This is an optimization exercise on Yosys and OpenROAD, whose aim is small area, a short achievable clock period and few clock cycles per item, not a production implementation. Only simulation tests tie the RTL to the original design; equivalence was not proved. No activity file was given, so power comes from the tool's default toggle rates.

## alu_exec_unit
module alu_exec_unit #(
  parameter int WIDTH = 32,
  parameter int SHW   = $clog2(WIDTH)
) (
  input  logic             clk,
  input  logic             reset,
  input  logic             valid_in,
  output logic             ready,
  input  logic [3:0]       alu_ctrl,
  input  logic [WIDTH-1:0] op_a,
  input  logic [WIDTH-1:0] op_b,
  output logic             valid_out,
  output logic [WIDTH-1:0] result,
  output logic             zero,
  output logic             branch_taken
);
Size in the first run: about 2800 cells after synthesis, ~140 flip-flops, roughly 110 I/O pins, about 17000 um2 of cells after synthesis.
==> flow/config.mk <==
export PLATFORM = sky130hd
export DESIGN_NAME = alu_exec_unit
export DESIGN_NICKNAME = alu_exec_unit
export VERILOG_FILES = /design/flow/design.v
export SDC_FILE = /design/flow/constraint.sdc
export NUM_CORES = 4
export LEC_CHECK = 0
export ABC_AREA = 1
export CAP_MARGIN = 20
export CORE_MARGIN = 2
export CORE_UTILIZATION = 30
export CTS_BUF_LIST = sky130_fd_sc_hd__clkbuf_4 sky130_fd_sc_hd__clkbuf_8
export PLACE_DENSITY = 0.4
export SETUP_SLACK_MARGIN = 5
export SLEW_MARGIN = 20
==> flow/constraint.sdc <==
create_clock -name core_clock -period 10.0 [get_ports {clk}]
set_input_delay 2.0000 -clock core_clock [delete_from_list [all_inputs] [get_ports {clk}]]
set_output_delay 2.0000 -clock core_clock [all_outputs]
set_load 0.01 [all_outputs]
standard.sh (not shown) runs the stock make flow with config.mk's settings and CLKGATE_MAP_FILE= SYNTH_SCRIPT=/design/flow/synth_recipe.tcl, a recipe that flattens the netlist after the stock synthesis.
==> flow/flow/run.sh <==
#!/bin/bash
set -euo pipefail
MARGIN=6.2
PORTS="'BUFFER_PORTS_ARGS=-buffer_cell sky130_fd_sc_hd__buf_2'"
sed "s/SETUP_SLACK_MARGIN=[0-9.]*/SETUP_SLACK_MARGIN=${MARGIN} ${PORTS}/" standard.sh > standard_cts.sh
sed "s/SETUP_SLACK_MARGIN=[0-9.]*/SETUP_SLACK_MARGIN=0 ${PORTS}/" standard.sh > standard_fin.sh
grep -q "SETUP_SLACK_MARGIN=${MARGIN} 'BUFFER_PORTS_ARGS" standard_cts.sh
grep -q "SETUP_SLACK_MARGIN=0 'BUFFER_PORTS_ARGS" standard_fin.sh
bash standard_cts.sh cts > orfs_make_cts.log 2>&1
bash standard_fin.sh > orfs_make_finish.log 2>&1
Testbench counts at the start, summed over its fixed seeds: cycles 47,809, items 24,000.
Rerun with:
--- a/flow/design.v
+++ b/flow/design.v
@@ -53,50 +53,51 @@
   input  logic             reset,
   input  logic             valid_in,
   output logic             ready,
   input  logic [3:0]       alu_ctrl,
   input  logic [WIDTH-1:0] op_a,
   input  logic [WIDTH-1:0] op_b,
   output logic             valid_out,
   output logic [WIDTH-1:0] result,
   output logic             zero,
   output logic             branch_taken
 );
   localparam int W1 = WIDTH + 1;
-  logic [W1-1:0]  a_q, b_q, r_q;
+  logic [W1-1:0]  a_q, r_q;
+  logic [WIDTH-1:0] b_q;              
   logic           v_q, rdy_q, vout_q, zero_q, br_q;
   logic [1:0]     ph_q;
   logic [SHW-1:0] cnt_q;
   logic [1:0]     amt_q;
   logic           sa_q, sb_q, dz_q, zp_q;
   logic           f_mdu, f_mul, f_rem, f_beq, f_bneq;
   logic           c_xa, c_xinv, c_yb, c_yb2, c_yr, c_y4, c_yinv, c_cin;
   logic           c_rmul, c_rdv, c_rsh, c_rsum, c_and, c_or, c_xor, c_slt, c_sltu;
   logic           c_shl, c_sha, c_shm, c_shn, c_asum, c_bkeep;
   assign ready        = rdy_q;
   assign valid_out    = vout_q;
   assign result       = r_q[WIDTH-1:0];
   assign zero         = zero_q;
   assign branch_taken = br_q;
   logic mdu, ph0;
   assign mdu = v_q && f_mdu;
   assign ph0 = (ph_q == PH_0);
   logic [WIDTH-1:0] x_ab;
   logic             eq;
   assign x_ab = a_q[WIDTH-1:0] ^ b_q[WIDTH-1:0];
   assign eq   = ~|x_ab;
   logic [W1-1:0] xop, yop, sum;
   logic [W1+1:0] sum_w;
   assign xop   = ({W1{c_xa}} & a_q) ^ {W1{c_xinv}};
-  assign yop   = (({W1{c_yb}} & b_q) | ({W1{c_yb2}} & {b_q[W1-2:0], 1'b0})
+  assign yop   = (({W1{c_yb}} & {b_q[WIDTH-1], b_q}) | ({W1{c_yb2}} & {b_q, 1'b0})
                  | ({W1{c_yr}} & r_q) | (W1'(c_y4) << 2)) ^ {W1{c_yinv}};
   assign sum_w = {1'b0, xop, 1'b1} + {1'b0, yop, c_cin};
   assign sum   = sum_w[W1:1];
   logic [SHW-1:0] sh_amt;
   logic [W1-1:0]  sh_in, sh_r, sh_out;
   logic           sh_fill;
   logic [W1:0]    sh_wide;
   assign sh_amt = c_shn ? cnt_q : c_shm ? SHW'(amt_q) : b_q[SHW-1:0];
   always_comb begin
     sh_fill = ~c_shl & c_sha & a_q[W1-1];
     for (int i = 0; i < W1; i++) sh_in[i] = c_shl ? a_q[W1-1-i] : a_q[i];
     if (!c_shl) sh_in[W1-1] = sh_fill;
@@ -232,33 +233,33 @@
             n_amt = (cnt_q == SHW'((ph_q == PH_1) ? 0 : 1)) ? 2'd0 : 2'd1;
           end
         end
       endcase
     end
   end
   always_ff @(posedge clk) begin
     r_q <= r_next;
     if (rdy_q)                     fix2_q <= 1'b0;
     else if (ph_q == PH_F && rem2) fix2_q <= 1'b1;
     if (rdy_q) begin
       a_q <= {in_a[WIDTH-1], in_a};
-      b_q <= {in_b[WIDTH-1], in_b};
+      b_q <= in_b;
       f_mdu  <= (alu_ctrl == CTRL_MUL) || (alu_ctrl == CTRL_DIV) || (alu_ctrl == CTRL_REM);
       f_mul  <= (alu_ctrl == CTRL_MUL);
       f_rem  <= (alu_ctrl == CTRL_REM);
       f_beq  <= (alu_ctrl == CTRL_BEQ);
       f_bneq <= (alu_ctrl == CTRL_BNEQ);
     end else begin
       a_q <= c_asum ? sum : sh_out;
-      b_q <= f_mul ? {b_q[W1-3:0], 2'b00} : ({b_q[W1-2:0], dsucc} & {W1{c_bkeep}});
+      b_q <= f_mul ? {b_q[WIDTH-3:0], 2'b00} : ({b_q[WIDTH-2:0], dsucc} & {WIDTH{c_bkeep}});
     end
     {c_xa, c_xinv, c_yb, c_yb2, c_yr, c_y4, c_yinv, c_cin} <=
       {n_xa, n_xinv, n_yb, n_yb2, n_yr, n_y4, n_yinv, n_cin};
     {c_rmul, c_rdv, c_rsh, c_rsum, c_and, c_or, c_xor, c_slt, c_sltu} <=
       {n_rmul, n_rdv, n_rsh, n_rsum, n_and, n_or, n_xor, n_slt, n_sltu};
     {c_shl, c_sha, c_shm, c_shn, c_asum, c_bkeep} <= {n_shl, n_sha, n_shm, n_shn, n_asum, n_bkeep};
     amt_q <= n_amt;
     if (!(mdu && !ph0)) begin
       zp_q <= eq;
       sa_q <= a_q[WIDTH-1];
       sb_q <= b_q[WIDTH-1];
       dz_q <= (b_q[WIDTH-1:0] == '0);
Wire length increases by 1.4%.
Clock skew barely changes.
Sequential share of layout area is lower by 0.10 points.
Synthesized cell count grows by 0.75%.
Worst setup slack is worse by 100 ps.
Global-route usage grows by 0.53 points.
Die area came out lower by 0.43%.
Testbench counts after the change, summed over its fixed seeds: cycles 47,809, items 24,000.

* * *

== run A ==
Another version of the RTL of alu_exec_unit (not shown whole).
Size: ~140 flip-flops, about 0.017 mm² of cells after synthesis.
==> flow/config.mk <==
export PLATFORM = sky130hd
export DESIGN_NAME = alu_exec_unit
export DESIGN_NICKNAME = alu_exec_unit
export VERILOG_FILES = /design/flow/design.v
export SDC_FILE = /design/flow/constraint.sdc
export NUM_CORES = 4
export LEC_CHECK = 0
export ABC_AREA = 1
export CAP_MARGIN = 20
export CORE_MARGIN = 2
export CORE_UTILIZATION = 30
export PLACE_DENSITY = 0.4
export SETUP_SLACK_MARGIN = 5
export SLEW_MARGIN = 20
==> flow/constraint.sdc <==
create_clock -name core_clock -period 10.0 [get_ports {clk}]
set_input_delay 2.0000 -clock core_clock [delete_from_list [all_inputs] [get_ports {clk}]]
set_output_delay 2.0000 -clock core_clock [all_outputs]
set_load 0.01 [all_outputs]
==> flow/flow/run.sh <==
#!/bin/bash
set -euo pipefail
MARGIN=6.2
sed "s/SETUP_SLACK_MARGIN=[0-9.]*/SETUP_SLACK_MARGIN=${MARGIN} SKIP_INCREMENTAL_REPAIR=1 'BUFFER_PORTS_ARGS=-buffer_cell sky130_fd_sc_hd__buf_2'/" standard.sh > standard_margin.sh
grep -q "SKIP_INCREMENTAL_REPAIR=1 'BUFFER_PORTS_ARGS=-buffer_cell sky130_fd_sc_hd__buf_2'" standard_margin.sh
bash standard_margin.sh > orfs_make.log 2>&1
Testbench counts of run A, summed over its fixed seeds: cycles 47,844, items 24,000.
Here is what was changed in the inputs of run D compared with run A.
-- flow/design.v --
<<< run A, line 96
  logic           sh_fill;
  logic [W1:0]    sh_wide;
  assign sh_amt = c_shn ? cnt_q : c_shm ? SHW'(amt_q) : b_q[SHW-1:0];
  always_comb begin
    sh_fill = ~c_shl & c_sha & a_q[W1-1];
>>> run D, line 96
  logic           sh_fill;
  logic [W1:0]    sh_wide;
  assign sh_amt = c_shn ? nalign : c_shm ? SHW'(amt_q) : b_q[SHW-1:0];
  always_comb begin
    sh_fill = ~c_shl & c_sha & a_q[W1-1];
<<< run A, line 123
  assign div_next_last = ((ph_q == PH_IT) && (cnt_q == '0) && !rem2_n)
                      || ((ph_q == PH_F) && !fix2_q && rem2);
  logic           nza, nzb, dsa;
  logic [4:0]     pa, pb;
  logic [6:0]     dab, dax;
  logic [SHW-1:0] nalign;
  mdu_bitlen u_la (.x(a_q[WIDTH-1:0] ^ {WIDTH{a_q[WIDTH-1]}}), .nz(nza), .pos(pa));
  mdu_bitlen u_lb (.x(b_q[WIDTH-1:0] ^ {WIDTH{b_q[WIDTH-1]}}), .nz(nzb), .pos(pb));
  assign dsa = a_q[WIDTH-1];
  assign dab = 7'(pa) - 7'(pb) + 7'(dsa);            
  assign dax = 7'(pa) + 7'(1) + 7'(dsa);             
  always_comb begin
    if (!nzb && !b_q[WIDTH-1])
      nalign = '1;                                   
    else if (!nza)
      nalign = SHW'(dsa & ~nzb);
    else if (!nzb)
      nalign = dax[5] ? '1 : dax[SHW-1:0];
    else if (dab[6])
>>> run D, line 123
  assign div_next_last = ((ph_q == PH_IT) && (cnt_q == '0) && !rem2_n)
                      || ((ph_q == PH_F) && !fix2_q && rem2);
  logic           nza, nzb, nza_q, nzb_q;
  logic [4:0]     pa, pb, pa_q, pb_q;
  logic [6:0]     dab, dax;
  logic [SHW-1:0] nalign;
  mdu_bitlen u_la (.x(a_q[WIDTH-1:0] ^ {WIDTH{a_q[WIDTH-1]}}), .nz(nza), .pos(pa));
  mdu_bitlen u_lb (.x(b_q[WIDTH-1:0] ^ {WIDTH{b_q[WIDTH-1]}}), .nz(nzb), .pos(pb));
  assign dab = 7'(pa_q) - 7'(pb_q) + 7'(sa_q);       
  assign dax = 7'(pa_q) + 7'(1) + 7'(sa_q);          
  always_comb begin
    if (dz_q)
      nalign = '1;
    else if (!nza_q)
      nalign = SHW'(sa_q & ~nzb_q);
    else if (!nzb_q)
      nalign = dax[5] ? '1 : dax[SHW-1:0];
    else if (dab[6])
<<< run A, line 232
            n_cin  = n_xinv;
            n_shm = 1'b1; n_sha = 1'b1; n_asum = 1'b0; n_bkeep = 1'b1;
            n_amt = (cnt_q == SHW'((ph_q == PH_1) ? 0 : 1)) ? 2'd0 : 2'd1;
          end
        end
>>> run D, line 231
            n_cin  = n_xinv;
            n_shm = 1'b1; n_sha = 1'b1; n_asum = 1'b0; n_bkeep = 1'b1;
            n_amt = (((ph_q == PH_1) ? nalign : cnt_q) == SHW'((ph_q == PH_1) ? 0 : 1)) ? 2'd0 : 2'd1;
          end
        end
<<< run A, line 266
      dz_q <= (b_q[WIDTH-1:0] == '0);
    end
    if (ph0) cnt_q <= nalign;
    else if (ph_q == PH_IT) cnt_q <= cnt_q - 1'b1;
    zero_q <= (mdu && !ph0) ? zp_q : eq;
>>> run D, line 265
      dz_q <= (b_q[WIDTH-1:0] == '0);
    end
    if (ph0) begin
      nza_q <= nza; nzb_q <= nzb; pa_q <= pa; pb_q <= pb;
    end
    if (ph_q == PH_1) cnt_q <= nalign;
    else if (ph_q == PH_IT) cnt_q <= cnt_q - 1'b1;
    zero_q <= (mdu && !ph0) ? zp_q : eq;
==> comparison <==
Total iterations of the first detailed-routing run: higher on run D. Re synthesized area divided by synthesized cell count: run A and run D aren't equal, and the higher value belongs to run D. Run D: number of cells in the finished layout apart from fillers is 85 higher than what run A reported. Relative to run A, the total design power measured on run D has increased by more than 10%. Run D against run A: fraction of the yosys area taken by sequential cells increased by 1.8 points relative to the old numbers; cell area has increased; routed wire length now sits higher; number of vias per cell after detailed routing grew by 4.4%. Flop and latch count out of synthesis (run A / run D): 0.923. The core of run D is more densely filled than that of run A. Re final worst hold slack: run D is 0.019 ns up on run A.
Testbench counts of run D, summed over its fixed seeds: cycles 47,844, items 24,000.

* * *

== old ==
Another version of the RTL of alu_exec_unit (not shown whole).
Size in the first run: roughly 2700 cells after synthesis, roughly 160 flip-flops, about 17000 um2 of cells after synthesis.
clock: 10.0 ns
lec_check: 0
abc_area: 1
cap_margin: 20
core_margin: 2
core_utilization: 30
cts_buf_list: sky130_fd_sc_hd__clkbuf_4 sky130_fd_sc_hd__clkbuf_8
place_density: 0.4
setup_slack_margin: 5
slew_margin: 20
==> flow/flow/run.sh <==
#!/bin/bash
set -euo pipefail
MARGIN=6.5
PORTS="'BUFFER_PORTS_ARGS=-buffer_cell sky130_fd_sc_hd__buf_2'"
sed "s/SETUP_SLACK_MARGIN=[0-9.]*/SETUP_SLACK_MARGIN=${MARGIN} ${PORTS}/" standard.sh > standard_cts.sh
sed "s/SETUP_SLACK_MARGIN=[0-9.]*/SETUP_SLACK_MARGIN=0 ${PORTS}/" standard.sh > standard_fin.sh
grep -q "SETUP_SLACK_MARGIN=${MARGIN} 'BUFFER_PORTS_ARGS" standard_cts.sh
grep -q "SETUP_SLACK_MARGIN=0 'BUFFER_PORTS_ARGS" standard_fin.sh
bash standard_cts.sh cts > orfs_make_cts.log 2>&1
bash standard_fin.sh > orfs_make_finish.log 2>&1
Testbench counts of old, summed over its fixed seeds: cycles 47,809, items 24,000.
> inputs changed (old -> new)
--- a/flow/design.v
+++ b/flow/design.v
@@ -156,20 +156,20 @@
                 | ({W1{sel_rsh2}} & {r_q[W1-1], r_q[W1-1], r_q[W1-1:2]})
                 | ({W1{c_and}}    & {1'b0, a_q[WIDTH-1:0] & b_q[WIDTH-1:0]})
                 | ({W1{c_or}}     & {1'b0, a_q[WIDTH-1:0] | b_q[WIDTH-1:0]})
                 | ({W1{c_xor}}    & {1'b0, x_ab})
                 | W1'(c_slt & sum[WIDTH])
                 | W1'(c_sltu & (sum[WIDTH] ^ a_q[WIDTH-1] ^ b_q[WIDTH-1]));
   logic             swap;
   logic [WIDTH-1:0] in_a, in_b;
   logic b16, a8;
-  assign b16  = (op_b[WIDTH-1:15] == '0) || (op_b[WIDTH-1:15] == '1) || (op_b[WIDTH-1:16] == '0);
-  assign a8   = (op_a[WIDTH-1:7] == '0) || (op_a[WIDTH-1:7] == '1) || (op_a[WIDTH-1:8] == '0);
+  assign b16  = (op_b[WIDTH-1:16] == '0) || (op_b[WIDTH-1:16] == '1);
+  assign a8   = (op_a[WIDTH-1:8] == '0) || (op_a[WIDTH-1:8] == '1);
   assign swap = (alu_ctrl == CTRL_MUL) && b16 && !a8;
   assign in_a = swap ? op_b : op_a;
   assign in_b = swap ? op_a : op_b;
   logic n_xa, n_xinv, n_yb, n_yb2, n_yr, n_y4, n_yinv, n_cin;
   logic n_rmul, n_rdv, n_rsh, n_rsum, n_and, n_or, n_xor, n_slt, n_sltu;
   logic n_shl, n_sha, n_shm, n_shn, n_asum, n_bkeep;
   logic [1:0] n_amt;
   logic [2:0] bz;
   always_comb begin
==> results.txt <==
The run showing the greater final cycle utilization of the critical path is new. Per the comparison of new with old, parity-gate share of the synthesized area counting xor and xnor cells stayed essentially flat; clock network fraction of total power up 0.4 points. Of old and new, the higher net switching share of the total power belongs to new. | cell depth of the worst hold path | lower: old |. On total vias in the final route: new sits above old. old and new ended up with nearly the same combinational power share.
Testbench counts of new, summed over its fixed seeds: cycles 47,797, items 24,000.

[afterwards: timing with drivers on the ports]
How much do the figures lean on ideal ports? The routed layouts below were timed once more, with nothing changed but the port constraints. Step 1: set_driving_cell puts a clkbuf_16 on clk and a buf_2 on each other input, an assumption about the parent block. Step 2 also shifts input and output timing later by t, the mid clock arrival at the registers, as if the neighbouring blocks saw the same clock. a / b / c = no drivers / after step 1 / after step 2; a / b = the first two.
run	t (ns)	setup WS [ns]	slew at the worst register clock pin (ns)	pins driven straight from the clock port
the first run of note 1	0.613	5.982 / 5.982 / 5.539	0.10 / 0.10	1
the second run of note 1	0.577	5.879 / 5.879 / 5.562	0.11 / 0.11	1
run A	0.554	5.958 / 5.958 / 5.591	0.09 / 0.09	1
run D	0.574	5.907 / 5.922 / 5.348	0.09 / 0.09	1
old	0.613	6.352 / 6.352 / 5.780	0.11 / 0.11	1
new	0.642	6.255 / 6.255 / 5.744	0.12 / 0.12	1
After both steps setup and hold are still met in every run listed. The setup slack of old, which loses most, moves by 0.000 ns with the drivers and by -0.572 ns with both steps.
